This is an optimization exercise on Yosys and OpenROAD, whose aim is small area, a short achievable clock period and few clock cycles per item, not a production implementation. Function was checked by simulation only, so behaviour that the tests miss may differ from the original. Power is estimated from default activity; no workload was simulated.

==> job 2140: inputs <==
==> flow/design.v <==
module host_regs (
   input  logic                  clk_in,
   input  logic                  rst_in,
   input  logic                  host_req,
   input  logic                  host_sel,      
   input  logic [(1 + $clog2(8) + $clog2(16))-1:0] host_addr,
   input  logic [(3 * 3)-1:0]  host_wdata,
   input  logic [$clog2(16)-1:0]  ph,            
   output logic                  host_ack,
   output logic                  wr_en,         
   output logic [$clog2(8):0]    wr_ring,       
   output logic [(3 * 3)-1:0]  wr_data,
   output logic                  pend_v,
   output logic                  ctrl_enable,
   output logic [8-1:0] ctrl_unit
);
   logic [$clog2(16)-1:0] pend_slot;    
   logic [$clog2(16)-1:0] host_slot;
   logic [$clog2(16)-1:0] ph_next;
   logic                 idle_q;       
   logic                 take_ctrl;
   logic                 take_pix;
   assign host_slot = {host_addr[$clog2(16)-2:0], host_addr[$clog2(16)-1]};
   assign ph_next   = ph + 1'b1;
   assign take_ctrl = idle_q && host_req && !host_sel;
   assign take_pix  = idle_q && host_req && host_sel && !pend_v;
   always_ff @(posedge clk_in) begin
      if (rst_in) begin
         host_ack    <= 1'b0;
         idle_q      <= 1'b1;
         ctrl_enable <= 1'b0;
         ctrl_unit   <= {{(8-1){1'b0}}, 1'b1};
      end else begin
         if (!idle_q) begin
            host_ack <= host_req;
            idle_q   <= !host_req;
         end else if (take_ctrl || take_pix) begin
            host_ack <= 1'b1;
            idle_q   <= 1'b0;
         end
         if (take_ctrl) begin
            ctrl_enable <= host_wdata[0];
            ctrl_unit   <= host_wdata[(8 + 1)-1:1];
         end
      end
   end
   always_ff @(posedge clk_in) begin
      pend_v <= take_pix || (pend_v && !wr_en);
      wr_en  <= take_pix ? (host_slot == ph_next)
                         : (pend_v && !wr_en && (pend_slot == ph_next));
      if (idle_q && !pend_v) begin
         pend_slot <= host_slot;
         wr_ring   <= host_addr[(1 + $clog2(8) + $clog2(16))-1:$clog2(16)];
         wr_data   <= host_wdata;
      end
   end
endmodule
module frame_memory (
   input  logic                  clk_in,
   input  logic                  wr_en,
   input  logic [$clog2(8):0]    wr_ring,
   input  logic [(3 * 3)-1:0]  wr_data,
   input  logic [$clog2(8)-1:0]  rd_row,
   input  logic [1:0]            rd_plane,
   output logic [2:0]            rd_top,
   output logic [2:0]            rd_bot
);
   localparam int NRING = 2 * 8;
   localparam int RBITS = 16 * (3 * 3);
   logic [(3 * 3)-1:0] tap [NRING];
   for (genvar g = 0; g < NRING; g++) begin : g_ring
      logic [RBITS-1:0] ring;
      always_ff @(posedge clk_in) begin
         ring <= {(wr_en && wr_ring == g) ? wr_data : ring[(3 * 3)-1:0],
                  ring[RBITS-1:(3 * 3)]};
      end
      assign tap[g] = ring[(3 * 3)-1:0];
   end
   logic [(3 * 3)-1:0] top_pix;
   logic [(3 * 3)-1:0] bot_pix;
   assign top_pix = tap[{1'b0, rd_row}];
   assign bot_pix = tap[{1'b1, rd_row}];
   always_comb begin
      case (rd_plane)
         2'd1:    begin
            rd_top = {top_pix[7], top_pix[4], top_pix[1]};
            rd_bot = {bot_pix[7], bot_pix[4], bot_pix[1]};
         end
         2'd2:    begin
            rd_top = {top_pix[8], top_pix[5], top_pix[2]};
            rd_bot = {bot_pix[8], bot_pix[5], bot_pix[2]};
         end
         default: begin
            rd_top = {top_pix[6], top_pix[3], top_pix[0]};
            rd_bot = {bot_pix[6], bot_pix[3], bot_pix[0]};
         end
      endcase
   end
endmodule
module scan_sequencer (
   input  logic                  clk_in,
   input  logic                  rst_in,
   input  logic                  enable,
   input  logic                  pend_v,       
   input  logic                  lit_free,     
   input  logic [2:0]            rd_top,
   input  logic [2:0]            rd_bot,
   output logic [$clog2(16)-1:0]  ph,
   output logic [$clog2(8)-1:0]  rd_row,
   output logic [1:0]            rd_plane,
   output logic [1:0]            lat_plane,    
   output logic                  lat_load_n,   
   output logic [2:0]            rgb0,
   output logic [2:0]            rgb1,
   output logic                  led_clk,
   output logic                  led_latch,
   output logic [$clog2(8)-1:0]  hub75_address
);
   localparam logic [1:0] S_IDLE  = 2'd0;    
   localparam logic [1:0] S_SHIFT = 2'd1;    
   localparam logic [1:0] S_DONE  = 2'd2;    
   logic [1:0]           sstate;
   logic                 turn;       
   logic [$clog2(8)-1:0] sh_row;     
   logic [1:0]           sh_plane;
   logic [$clog2(8)-1:0] lat_row;    
   logic                 fresh;      
   logic                 allowed;
   logic                 latch_now;
   logic                 start;
   logic [5:0]           col_q;
   assign rd_row   = sh_row;
   assign rd_plane = sh_plane;
   assign lat_plane = (sh_plane == 2'd0) ? 2'd2 : sh_plane - 1'b1;
   assign lat_row   = ((sh_plane == 2'd2) || (sh_plane == 2'd1 && sstate != S_DONE))
                      ? sh_row : sh_row - 1'b1;
   assign allowed   = (sh_plane != 2'd0) || (enable && !fresh);
   assign latch_now = (sstate == S_DONE) && lit_free;
   assign start     = (ph == '0) && allowed && ((sstate == S_IDLE) || latch_now);
   always_ff @(posedge clk_in) begin
      ph <= ph + 1'b1;
   end
   always_ff @(posedge clk_in) begin
      if (rst_in) begin
         sstate    <= S_IDLE;
         turn      <= 1'b0;
         sh_row    <= '0;
         sh_plane  <= '0;
         led_clk    <= 1'b0;
         led_latch  <= 1'b0;
         lat_load_n <= 1'b1;
         fresh      <= 1'b1;
      end else begin
         led_clk    <= (sstate == S_SHIFT) && ph[0];
         led_latch  <= latch_now;
         lat_load_n <= !latch_now;
         if (!pend_v) fresh <= 1'b0;
         case (sstate)
            S_IDLE: begin
               if (start) begin
                  sstate <= S_SHIFT;
                  turn   <= 1'b0;
               end
            end
            S_SHIFT: begin
               if (ph == '1) begin
                  turn <= 1'b1;
                  if (turn) begin
                     sstate <= S_DONE;
                     if (sh_plane == 2'd2) begin
                        sh_plane <= '0;
                        sh_row   <= sh_row + 1'b1;
                     end else begin
                        sh_plane <= sh_plane + 1'b1;
                     end
                  end
               end
            end
            S_DONE: begin
               if (latch_now) begin
                  sstate <= start ? S_SHIFT : S_IDLE;
                  turn   <= 1'b0;
               end
            end
            default: begin
               sstate <= S_IDLE;
            end
         endcase
      end
   end
   always_ff @(posedge clk_in) begin
      hub75_address <= lat_row;
   end
   always_ff @(posedge clk_in) begin
      col_q <= {rd_bot, rd_top};
      {rgb1, rgb0} <= turn ? {rd_bot, rd_top} : col_q;
   end
endmodule
module hub75_output (
   input  logic                  clk_in,
   input  logic                  rst_in,
   input  logic                  lat_load_n,   
   input  logic [1:0]            lat_plane,
   input  logic [8-1:0] unit,
   output logic                  lit_free,
   output logic                  led_output_enable
);
   logic [(8 + 3 - 1)-1:0] disp_cnt;
   logic [8-1:0] unit_n;
   logic [8-1:0] unit_q;
   logic [8-1:0] unit_l;
   logic                  lit_n;       
   assign unit_n   = (unit == '0) ? {{(8-1){1'b0}}, 1'b1} : unit;
   assign unit_l   = (lat_plane == 2'd0) ? unit_n : unit_q;
   assign lit_free = lit_n || (disp_cnt == (8 + 3 - 1)'(1));
   always_ff @(posedge clk_in) begin
      if (rst_in) begin
         led_output_enable <= 1'b1;
         lit_n             <= 1'b1;
      end else if (!lat_load_n) begin
         led_output_enable <= 1'b0;
         lit_n             <= 1'b0;
      end else if (disp_cnt == (8 + 3 - 1)'(1)) begin
         led_output_enable <= 1'b1;
         lit_n             <= 1'b1;
      end
   end
   always_ff @(posedge clk_in) begin
      if (!lat_load_n) begin
         disp_cnt <= {{(3-1){1'b0}}, unit_l} << lat_plane;
         if (lat_plane == 2'd0) unit_q <= unit_n;
      end else begin
         disp_cnt <= disp_cnt - 1'b1;
      end
   end
endmodule
module pov_panel_top (
   input  logic                  clk_in,
   input  logic                  rst_in,
   input  logic                  host_req,
   input  logic                  host_sel,      
   input  logic [(1 + $clog2(8) + $clog2(16))-1:0] host_addr,     
   input  logic [(3 * 3)-1:0]  host_wdata,
   output logic                  host_ack,
   output logic [2:0]            rgb0,
   output logic [2:0]            rgb1,
   output logic                  led_clk,
   output logic                  led_latch,
   output logic                  led_output_enable,
   output logic [$clog2(8)-1:0]  hub75_address
);
   logic                  wr_en;
   logic [$clog2(8):0]    wr_ring;
   logic [(3 * 3)-1:0]  wr_data;
   logic                  pend_v;
   logic                  ctrl_enable;
   logic [8-1:0] ctrl_unit;
   logic [$clog2(16)-1:0]  ph;
   logic [$clog2(8)-1:0]  rd_row;
   logic [1:0]            rd_plane;
   logic [2:0]            rd_top;
   logic [2:0]            rd_bot;
   logic [1:0]            lat_plane;
   logic                  lit_free;
   logic                  lat_load_n;
   host_regs u_host_regs (
      .clk_in      (clk_in),
      .rst_in      (rst_in),
      .host_req    (host_req),
      .host_sel    (host_sel),
      .host_addr   (host_addr),
      .host_wdata  (host_wdata),
      .ph          (ph),
      .host_ack    (host_ack),
      .wr_en       (wr_en),
      .wr_ring     (wr_ring),
      .wr_data     (wr_data),
      .pend_v      (pend_v),
      .ctrl_enable (ctrl_enable),
      .ctrl_unit   (ctrl_unit)
   );
   frame_memory u_frame_memory (
      .clk_in   (clk_in),
      .wr_en    (wr_en),
      .wr_ring  (wr_ring),
      .wr_data  (wr_data),
      .rd_row   (rd_row),
      .rd_plane (rd_plane),
      .rd_top   (rd_top),
      .rd_bot   (rd_bot)
   );
   scan_sequencer u_scan_sequencer (
      .clk_in        (clk_in),
      .rst_in        (rst_in),
      .enable        (ctrl_enable),
      .pend_v        (pend_v),
      .lit_free      (lit_free),
      .rd_top        (rd_top),
      .rd_bot        (rd_bot),
      .ph            (ph),
      .rd_row        (rd_row),
      .rd_plane      (rd_plane),
      .lat_plane     (lat_plane),
      .lat_load_n    (lat_load_n),
      .rgb0          (rgb0),
      .rgb1          (rgb1),
      .led_clk       (led_clk),
      .led_latch     (led_latch),
      .hub75_address (hub75_address)
   );
   hub75_output u_hub75_output (
      .clk_in            (clk_in),
      .rst_in            (rst_in),
      .lat_load_n        (lat_load_n),
      .lat_plane         (lat_plane),
      .unit              (ctrl_unit),
      .lit_free          (lit_free),
      .led_output_enable (led_output_enable)
   );
endmodule
==> flow/flow/run.sh <==
#!/bin/bash
set -euo pipefail
KNOBS="SETUP_SLACK_MARGIN=5.4 MATCH_CELL_FOOTPRINT=0"
bash standard.sh $KNOBS place > make_place.log 2>&1
PLACE_ODB=orfs/results/sky130hd/pov_panel_top/base/3_place.odb \
  openroad -no_init -exit flow/pin_flops.tcl > pin_flops.log 2>&1
bash standard.sh $KNOBS finish > make_finish.log 2>&1
==> flow/flow/pin_flops.tcl <==
# Move the flip-flop behind each output port's buffer next to that buffer,
# then legalise. Reads and rewrites the placed database named in PLACE_ODB.
read_db $::env(PLACE_ODB)
set block [ord::get_db_block]
set moved 0
foreach bterm [$block getBTerms] {
  if {[$bterm getIoType] ne "OUTPUT"} { continue }
  set net [$bterm getNet]
  set buf ""
  foreach it [$net getITerms] {
    if {[$it isOutputSignal]} { set buf [$it getInst] }
  }
  if {$buf eq ""} { continue }
  set in_net ""
  foreach it [$buf getITerms] {
    if {[$it isInputSignal] && [$it getNet] ne "NULL"} { set in_net [$it getNet] }
  }
  if {$in_net eq ""} { continue }
  set ff ""
  foreach it [$in_net getITerms] {
    if {[$it isOutputSignal]} { set ff [$it getInst] }
  }
  if {$ff eq ""} { continue }
  set mname [[$ff getMaster] getName]
  if {![string match "sky130_fd_sc_hd__*df*" $mname]} { continue }
  lassign [$buf getLocation] bx by
  $ff setLocation $bx $by
  $ff setPlacementStatus PLACED
  incr moved
  puts "moved [$ff getName] ($mname) to the buffer of [$bterm getName] at $bx $by"
}
puts "moved $moved flip-flops"
detailed_placement
check_placement -verbose
write_db $::env(PLACE_ODB)
==> flow/standard.sh <==
#!/bin/bash
# synth_recipe.tcl (not shown) runs the flow's synth.tcl, then flattens the netlist and writes it again
# the make line also repeats each setting of config.mk as NAME=value (left out here)
make -C /OpenROAD-flow-scripts/flow DESIGN_CONFIG=/design/flow/config.mk WORK_HOME=/design/flow/orfs CLKGATE_MAP_FILE= SYNTH_SCRIPT=/design/flow/synth_recipe.tcl "${@:-finish}"
==> flow/config.mk <==
export PLATFORM = sky130hd
export DESIGN_NAME = pov_panel_top
export DESIGN_NICKNAME = pov_panel_top
export VERILOG_FILES = /design/flow/design.v
export SDC_FILE = /design/flow/constraint.sdc
export NUM_CORES = 4
export LEC_CHECK = 0
export CAP_MARGIN = 20
export CORE_MARGIN = 2
export CORE_UTILIZATION = 50
export CTS_BUF_LIST = sky130_fd_sc_hd__clkbuf_8
export CTS_CLUSTER_DIAMETER = 60
export CTS_CLUSTER_SIZE = 18
export SETUP_SLACK_MARGIN = 5
export SLEW_MARGIN = 20
export TNS_END_PERCENT = 100
==> flow/constraint.sdc <==
create_clock -name core_clock -period 8.0 [get_ports {clk_in}]
set_input_delay 1.6000 -clock core_clock [delete_from_list [all_inputs] [get_ports {clk_in}]]
set_output_delay 1.6000 -clock core_clock [all_outputs]
set_load 0.01 [all_outputs]
==> inputs of job 7520, as changes to job 2140 <==
--- a/flow/config.mk
+++ b/flow/config.mk
@@ -9,7 +9,7 @@
 export CORE_MARGIN = 2
 export CORE_UTILIZATION = 50
-export CTS_BUF_LIST = sky130_fd_sc_hd__clkbuf_8
-export CTS_CLUSTER_DIAMETER = 60
-export CTS_CLUSTER_SIZE = 18
+export CTS_BUF_LIST = sky130_fd_sc_hd__clkbuf_16
+export CTS_CLUSTER_DIAMETER = 100
+export CTS_CLUSTER_SIZE = 30
 export SETUP_SLACK_MARGIN = 5
 export SLEW_MARGIN = 20
==> summary of the runs <==
Job 7520 finished clean. Job 2140 finished clean. In job 2140 the fmax is smaller than in job 7520, by about 5%. Sequential share of layout area: job 2140 is lower than job 7520 (0.14 points). Of job 2140 and job 7520, job 2140 has the higher count of clock-buffer cells in the layout (gap 71). In synthesized area, job 7520 and job 2140 do not differ. In design area, job 7520 and job 2140 hardly differ. Synthesized cell count is the same in job 7520 and job 2140. Global-route usage: job 2140 is higher than job 7520 (0.27 points). Between job 7520 and job 2140, the lower first-iteration DRC count is in job 2140 (gap about 14%, measured against job 2140). In die area, job 7520 and job 2140 do not differ.
==> figures <==
Status: job 2140 finished clean; job 7520 finished clean
Layout Cell Area excl Fill: job 2140 0.0571 mm²; job 7520 0.0570 mm²
Max IR drop VDD: job 2140 0.000217 V; job 7520 0.000247 V
Net Switching: job 2140 3.53 mW; job 7520 3.44 mW
Clock group: job 2140 5.13 mW; job 7520 5.20 mW
Final Non-Filler Cells: job 2140 4525; job 7520 4443
Number of buffers created by CTS: job 2140 153; job 7520 89
Clock tree root driver cell: job 2140 sky130_fd_sc_hd__clkbuf_8; job 7520 sky130_fd_sc_hd__clkbuf_16
Total power per unit cell area: job 2140 308 mW/mm²; job 7520 310 mW/mm²
Crit path largest cell delay: job 2140 0.33 ns; job 7520 0.35 ns
Sequential cell area share: job 2140 0.841; job 7520 0.842
Clock Buffer Count: job 2140 161; job 7520 90
Count of buffers not belonging to the clock network in the layout: job 2140 60; job 7520 62
Final clock period utilization by the worst path: job 2140 0.358; job 7520 0.340
Largest net degree at the start of global routing: job 2140 32; job 7520 33
Met3 wire length: job 2140 3.73 mm; job 7520 3.24 mm
Time the worst path needs with I/O delays and setup: job 2140 2.86 ns; job 7520 2.72 ns
Worst min-delay path startpoint: job 2140 u_frame_memory.g_ring[2].ring[29]; job 7520 u_frame_memory.g_ring[14].ring[84]
Met1 track demand over resource: job 2140 0.205; job 7520 0.205
Top achievable clock speed: job 2140 0.349 GHz; job 7520 0.367 GHz
Testbench counts of job 2140, summed over its fixed seeds: cycles 18,708, lines 192.
Testbench counts of job 7520, summed over its fixed seeds: cycles 18,708, lines 192.

[what the ideal ports hide]
Ports are ideal in the flow. The routed layouts listed here were re-timed in OpenROAD. Step 1 sets driving cells, clkbuf_16 on the clock port and buf_2 on the other inputs (assumed; they add their load-dependent delay and slew). Step 2 moves the port delays by t, midway between the first and last clock arrival at a register: inputs arrive t later, outputs are due t later. That takes back most of the time a late clock gives input paths. Three values: ideal, step 1, step 2; two values: the first two.
run | shift t [ns] | setup WS [ns] | worst setup path after step 2 | slew at the worst register clock pin (ns) | worst slew at a driven data input, ns
job 2140 | 0.857 | 5.138 / 5.076 / 5.000 | input to register | 0.11 / 0.11 | 0.03
job 7520 | 0.722 | 5.276 / 5.212 / 4.966 | input to register | 0.12 / 0.12 | 0.03
After both steps every run listed still meets setup and hold. The setup slack of job 7520, which loses most, moves by -0.064 ns with the drivers and by -0.310 ns with both steps.
